From an optimization exercise on the open Yosys and OpenROAD flow, aimed at small area and a short achievable clock period; shortcuts taken in it are not production practice. RTL that was checked went through simulation tests only; none was proved equivalent to the original.

==> flow/design.v (excerpt) <==
module ddc_core
(
    input  logic        ADC_CLK,
    input  logic        RST_N,
    input  logic [11:0] ADC_IN,
    input  logic        ENC_SW,
    input  logic        ENC_DIR,
    input  logic        ENC_CNT,
    input  logic        ENC_CLK,
    input  logic        DATA_ACK,
    output logic [15:0] OUT,
    output logic        DATA_RDY
);
==> flow/config.mk <==
export PLATFORM = sky130hd
export DESIGN_NAME = ddc_core
export DESIGN_NICKNAME = ddc_core
export VERILOG_FILES = /design/flow/design.v
export SDC_FILE = /design/flow/constraint.sdc
export NUM_CORES = 4
export LEC_CHECK = 0
export ABC_AREA = 1
export CAP_MARGIN = 20
export CORE_MARGIN = 2
export CORE_UTILIZATION = 40
export CTS_CLUSTER_DIAMETER = 60
export CTS_CLUSTER_SIZE = 20
export SLEW_MARGIN = 20
==> flow/constraint.sdc <==
create_clock -name core_clock -period 8.0 [get_ports {ADC_CLK}]
set_input_delay 1.6000 -clock core_clock [delete_from_list [all_inputs] [get_ports {ADC_CLK}]]
set_output_delay 1.6000 -clock core_clock [all_outputs]
set_load 0.01 [all_outputs]
standard.sh (not shown) runs the stock make flow with config.mk's settings and CLKGATE_MAP_FILE= SYNTH_SCRIPT=/design/flow/synth_recipe.tcl, a recipe that flattens the netlist after the stock synthesis.
==> flow/flow/run.sh <==
#!/bin/bash
# Own layout flow: the standard ORFS flow (standard.sh, unchanged synthesis script and
# constraints) with a few extra ORFS settings:
#  - port buffers are buf_4 cells instead of the default pick,
#  - the resizer may swap cells across footprints,
#  - timing repair aims at a larger setup margin.
set -euo pipefail
bash standard.sh \
  "SETUP_SLACK_MARGIN=${MARGIN:-5.1}" \
  "MATCH_CELL_FOOTPRINT=0" \
  "BUFFER_PORTS_ARGS=-buffer_cell sky130_fd_sc_hd__buf_4" \
  finish > standard_flow.log 2>&1
Then changed:
--- a/flow/flow/run.sh
+++ b/flow/flow/run.sh
@@ -7,5 +7,5 @@
 set -euo pipefail
 bash standard.sh \
-  "SETUP_SLACK_MARGIN=${MARGIN:-5.1}" \
+  "SETUP_SLACK_MARGIN=${MARGIN:-5.25}" \
   "MATCH_CELL_FOOTPRINT=0" \
   "BUFFER_PORTS_ARGS=-buffer_cell sky130_fd_sc_hd__buf_4" \
Settings changed: CTS_BUF_LIST set to sky130_fd_sc_hd__clkbuf_8 sky130_fd_sc_hd__clkbuf_16, CTS_CLUSTER_DIAMETER 60 to 50, CTS_CLUSTER_SIZE 20 to 24.
Outcome: The new run produced a clean layout. Maximum frequency came out higher by 1.5%. Cell area came out higher by 4.6%. Global-route usage came out higher by 0.20 points. Wire length came out higher by 3.1%.
Then changed:
Settings changed: CTS_BUF_LIST sky130_fd_sc_hd__clkbuf_8 sky130_fd_sc_hd__clkbuf_16 to not set, CTS_CLUSTER_DIAMETER 50 to 60, CTS_CLUSTER_SIZE 24 to 20.
=> The new run ran to the end with no violations. Area after synthesis does not change. Register-to-register slack improved by 20 ps. First-iteration DRC count came out lower by 5.4%. Hold slack stays flat. Sequential cell count stays the same.
Then changed:
Settings changed: CTS_CLUSTER_DIAMETER 60 to 80, CTS_CLUSTER_SIZE 20 to 30.
The changed run ran to the end with no violations.
Routed wire length stays flat.
Non-clock buffer count went up by 10.
Register-to-register slack improved by 30 ps.
Setup slack gets worse by 28 ps.
Sequential cell count is unchanged.
Utilization is lower by 0.70 points.
Then changed:
Settings changed: CTS_CLUSTER_DIAMETER 80 to not set, CTS_CLUSTER_SIZE 30 to not set.
Outcome: The new run finished clean; routed wire length rose by 1.1%; synthesized area is unchanged; setup slack gains 15 ps; non-clock buffer count is lower by 7; synthesized cell count stays the same; via count increases by 0.85%; worst hold slack is worse by 8.4 ps; cell count increases by 1.0%; design area goes up by 2.3%.

========
## old
ddc_core, a different RTL version from the one above (not shown whole).
Size in the first run: ~4,400 cells after synthesis, roughly 670 flip-flops, about 0.044 mm² of cells after synthesis.
export LEC_CHECK = 0
export CAP_MARGIN = 20
export CORE_MARGIN = 2
export CORE_UTILIZATION = 40
export SETUP_SLACK_MARGIN = 5
export SLEW_MARGIN = 20
create_clock -name core_clock -period 8.0 [get_ports {ADC_CLK}]
run.sh (not shown) runs the stock make flow with config.mk's settings and CLKGATE_MAP_FILE= SYNTH_SCRIPT=/design/flow/synth_recipe.tcl, a recipe that flattens the netlist after the stock synthesis.
Stock flow here: none of the scripts above is used.
Here is what was changed in the inputs of new compared with old.
Settings: SETUP_SLACK_MARGIN changed from 5 to 4.
==> summary.txt <==
new reached the end of the flow, and the finished layout is clean on the timing, design-rule and antenna checks.
There was hardly any difference in global-route usage between old and new.
Fmax: new below old
Summary of new over old: number of max-slew violations in the final report barely changed.
new against old; wire length is down by a few percent.
Compared with old, new shows a clock distribution area overhead in the final layout that is 0.21 points higher.
new vs old on clock period minus worst slack: new is the higher one.
Taking old as the reference point, the critical path required time of new falls by 0.05 ns.
No functional check of the RTL was part of any run of this note.

========
Setup of v12:
Another version of the RTL of ddc_core (not shown whole).
Size: ~4900 cells after synthesis.
Design ddc_core, start of the top module:
module ddc_core
(
    input  logic        ADC_CLK,
    input  logic        RST_N,
    input  logic [11:0] ADC_IN,
    input  logic        ENC_SW,
    input  logic        ENC_DIR,
    input  logic        ENC_CNT,
    input  logic        ENC_CLK,
    input  logic        DATA_ACK,
    output logic [15:0] OUT,
    output logic        DATA_RDY
);
    function automatic logic [21:0] quarter_pair(input logic [5:0] k);
        logic [21:0] v;
        case (k)
            6'd0: v = {11'd2047, 11'd0};
            6'd1: v = {11'd2046, 11'd50};
            6'd2: v = {11'd2045, 11'd100};
            6'd3: v = {11'd2041, 11'd151};
            6'd4: v = {11'd2037, 11'd201};
            6'd5: v = {11'd2032, 11'd251};
            6'd6: v = {11'd2025, 11'd300};
            6'd7: v = {11'd2017, 11'd350};
            6'd8: v = {11'd2008, 11'd399};
            6'd9: v = {11'd1997, 11'd449};
            6'd10: v = {11'd1986, 11'd497};
            6'd11: v = {11'd1973, 11'd546};
            6'd12: v = {11'd1959, 11'd594};
            6'd13: v = {11'd1944, 11'd642};
            6'd14: v = {11'd1927, 11'd690};
            6'd15: v = {11'd1910, 11'd737};
            6'd16: v = {11'd1891, 11'd783};
            6'd17: v = {11'd1871, 11'd830};
            6'd18: v = {11'd1850, 11'd875};
            6'd19: v = {11'd1828, 11'd920};
            6'd20: v = {11'd1805, 11'd965};
            6'd21: v = {11'd1781, 11'd1009};
            6'd22: v = {11'd1756, 11'd1052};
            6'd23: v = {11'd1729, 11'd1095};
            6'd24: v = {11'd1702, 11'd1137};
            6'd25: v = {11'd1674, 11'd1179};
            6'd26: v = {11'd1644, 11'd1219};
            6'd27: v = {11'd1614, 11'd1259};
            6'd28: v = {11'd1582, 11'd1299};
            6'd29: v = {11'd1550, 11'd1337};
            6'd30: v = {11'd1517, 11'd1375};
            6'd31: v = {11'd1483, 11'd1411};
            6'd32: v = {11'd1447, 11'd1447};
  ...
clock: 8.0 ns
lec_check: 0
abc_area: 1
cap_margin: 20
core_margin: 2
core_utilization: 40
cts_cluster_diameter: 75
cts_cluster_size: 26
slew_margin: 20
standard.sh (not shown) runs the stock make flow with config.mk's settings and CLKGATE_MAP_FILE= SYNTH_SCRIPT=/design/flow/synth_recipe.tcl, a recipe that flattens the netlist after the stock synthesis.
==> flow/flow/run.sh <==
#!/bin/bash
# Own layout flow: the standard ORFS flow (standard.sh, unchanged synthesis script and
# constraints) with a few extra ORFS settings:
#  - port buffers are buf_4 cells instead of the default pick,
#  - the resizer may swap cells across footprints,
#  - timing repair aims at a larger setup margin.
set -euo pipefail
bash standard.sh \
  "SETUP_SLACK_MARGIN=${MARGIN:-5.25}" \
  "MATCH_CELL_FOOTPRINT=0" \
  "BUFFER_PORTS_ARGS=-buffer_cell sky130_fd_sc_hd__buf_4" \
  finish > standard_flow.log 2>&1
#### Input delta (v37 over v12)
-- flow/flow/run.sh --
<<< v12, line 7
set -euo pipefail
bash standard.sh \
  "SETUP_SLACK_MARGIN=${MARGIN:-5.25}" \
  "MATCH_CELL_FOOTPRINT=0" \
  "BUFFER_PORTS_ARGS=-buffer_cell sky130_fd_sc_hd__buf_4" \
>>> v37, line 7
set -euo pipefail
bash standard.sh \
  "SETUP_SLACK_MARGIN=${MARGIN:-5.2}" \
  "MATCH_CELL_FOOTPRINT=0" \
  "BUFFER_PORTS_ARGS=-buffer_cell sky130_fd_sc_hd__buf_4" \
==> comparison <==
- Global-route usage down 0.20 points in v37 wrt v12
- There was hardly any difference in cell area after placement between v37 and v12.
- The count of clock-buffer cells in the layout in v37 was higher than what v12 gave.

## port drivers added, routing unchanged
The flow's constraints put no driver on any port. The routed layouts listed below were extracted and timed again, unchanged, in two steps.
Step 1: set_driving_cell puts a clkbuf_16 on ADC_CLK and a buf_2 on each other input, an assumption about the parent block.
Step 2 times the ports against the registers' clock, not the clock port: input delays grow and output delays shrink by t, the midpoint of the rising clock arrivals with the driver on.
Three values: ideal ports, drivers, drivers and shift; two values: the first two.
run	t, ns	setup slack, ns	worst setup path after step 2
the first run of note 1	0.710	5.147 / 5.103 / 4.775	input, reset recovery
the second run of note 1	0.720	5.189 / 5.126 / 4.796	input to register
the third run of note 1	0.695	5.216 / 5.152 / 4.787	input to register
the fourth run of note 1	0.702	5.188 / 5.124 / 4.807	input to register
the fifth run of note 1	0.704	5.203 / 5.139 / 4.791	input to register
old	0.690	4.722 / 4.722 / 4.495	input to register
new	0.692	4.207 / 4.207 / 3.707	input to register
v12	0.679	5.181 / 5.115 / 4.911	input to register
v37	0.677	5.192 / 5.125 / 4.843	input, reset recovery
After both steps every run listed still meets setup and hold. For new, which loses most, drivers alone change the setup slack by 0.000 ns; drivers and shift together by -0.500 ns. Setup slack includes reset recovery checks.
